Context: an optimization exercise on an open-source flow, tuned for small area, a short achievable clock period and few clock cycles. The choices shown serve that exercise and are no tape-out recipe. Power is estimated from default activity; no workload was simulated.

Setup of run a:
==> flow/design.v (excerpt) <==
module ir_text_tokenizer (
    input  logic         aclk,
    input  logic         aresetn,
    input  logic         s_tvalid,
    output logic         s_tready,
    input  logic [7:0]   s_tdata,    
    input  logic         s_tuser,    
    output logic         m_tvalid,
    input  logic         m_tready,
    output logic [175:0] m_tdata,
    output logic [4:0]   m_tuser,    
    output logic         m_tlast     
);
Size in the first run: ~220 flip-flops, about 200 I/O pins, roughly 0.016 mm² of cells after synthesis.
==> flow/config.mk <==
export PLATFORM = sky130hd
export DESIGN_NAME = ir_text_tokenizer
export DESIGN_NICKNAME = ir_text_tokenizer
export VERILOG_FILES = /design/flow/design.v
export SDC_FILE = /design/flow/constraint.sdc
export NUM_CORES = 4
export LEC_CHECK = 0
export CAP_MARGIN = 20
export CORE_MARGIN = 2
export CORE_UTILIZATION = 40
export SLEW_MARGIN = 20
==> flow/constraint.sdc <==
create_clock -name core_clock -period 14.0 [get_ports {aclk}]
set_input_delay 2.8000 -clock core_clock [delete_from_list [all_inputs] [get_ports {aclk}]]
set_output_delay 2.8000 -clock core_clock [all_outputs]
set_load 0.01 [all_outputs]
standard.sh (not shown) runs the stock make flow with config.mk's settings and CLKGATE_MAP_FILE= SYNTH_SCRIPT=/design/flow/synth_recipe.tcl, a recipe that flattens the netlist after the stock synthesis.
==> flow/flow/run.sh <==
#!/bin/bash
# Standard layout, with timing repair aimed below the design's period.
set -euo pipefail
bash standard.sh SETUP_SLACK_MARGIN=9.5 finish > standard_flow.log 2>&1
Run a went all the way through the flow, and no timing, DRC or antenna check failed.
#### Input delta (run b over run a)
-- flow/design.v --
<<< run a, line 141
    logic [66:0] sdec;
    logic [4:0]  kk;
    logic [63:0] acc_step;
    logic        big_step;
    always_comb begin
        kk = fneg ? {1'b0, c[3:0]} + 5'd9 : {1'b0, c[3:0]};
        sdec = {acc, 3'b000} + {2'b00, acc, 1'b0} + {62'd0, kk};
        if (mode == M_HEX) begin
            acc_step = {acc[59:0], c_dig};
>>> run b, line 141
    logic [66:0] sdec;
    logic [4:0]  kk;
    logic [66:0] ax, ay, au, av, pg_g, pg_p;
    logic [63:0] acc_step;
    logic        big_step;
    always_comb begin
        kk = fneg ? {1'b0, c[3:0]} + 5'd9 : {1'b0, c[3:0]};
        ax = {acc, 3'b000};
        ay = {2'b00, acc, 1'b0};
        au = ax ^ ay ^ {62'd0, kk};
        av = {((ax & ay) | (ax & {62'd0, kk}) | (ay & {62'd0, kk})), 1'b0};
        pg_g = au & av;
        pg_p = au ^ av;
        for (int d = 1; d < 67; d = d * 2)
            for (int i = 2 * d - 1; i < 67; i = i + 2 * d) begin
                pg_g[i] = pg_g[i] | (pg_p[i] & pg_g[i - d]);
                pg_p[i] = pg_p[i] & pg_p[i - d];
            end
        for (int d = 32; d >= 1; d = d / 2)
            for (int i = 3 * d - 1; i < 67; i = i + 2 * d) begin
                pg_g[i] = pg_g[i] | (pg_p[i] & pg_g[i - d]);
                pg_p[i] = pg_p[i] & pg_p[i - d];
            end
        sdec = (au ^ av) ^ {pg_g[65:0], 1'b0};
        if (mode == M_HEX) begin
            acc_step = {acc[59:0], c_dig};
Notes after the runs:
Timing, DRC, antenna: 0 failures across run a and run b
Between run b and run a, it is run b whose relative area of non-clock buffer cells in the final design is higher, by 0.56 points.
Relative to run a, pre-CTS setup slack has increased by 0.17 ns in run b.
Compared with run a, in run b average instance area after synthesis rose by about 7%, slew at the pin closest to its max-slew limit increased by 0.096 ns relative to the old numbers, count of cell instances traversed by the critical path moved down, combinational share of power went down.
| slack of the critical path | lower: run b |
Achievable clock frequency: run b < run a
Of the two candidates, run a has the better post-layout minimum cycle time and run b the worse one.
Of the two values seen for class of the most critical setup path, register to output port was produced by run b and register to register by run a.
Relative to run a, the global router's overall resource usage of run b is lower by 2.3 points.
Taking run a as the reference, in run b global-route wire length before repair decreased about 10%, global routing usage on met1 decreased 4.2 points, post-route cell area decreased 2.8%, data arrival time of the critical path decreased 3.03 ns.
Function was not checked in any run of this note: the RTL went through the layout flow alone.

## port drivers added, routing unchanged
The results above use ideal ports. As a check the final layouts listed here were re-extracted and re-timed, cells and wires unchanged. Step 1, drivers: a clkbuf_16 drives aclk and a buf_2 each remaining input, both assumed. Step 2 moves the port delays by t, midway between the first and last clock arrival at a register: inputs arrive t later, outputs are due t later. That takes back most of the time a late clock gives input paths. a / b / c = ideal / step 1 / step 2; a / b = the first two.
run	t (ns)	setup slack, ns	hold WS [ns]
run a	0.611	9.509 / 9.478 / 8.999	0.460 / 0.460 / 0.460
run b	0.608	9.434 / 9.380 / 8.955	0.442 / 0.442 / 0.442
After both steps setup and hold are still met in every run listed. The setup slack of run a, which loses most, moves by -0.031 ns with the drivers and by -0.510 ns with both steps.
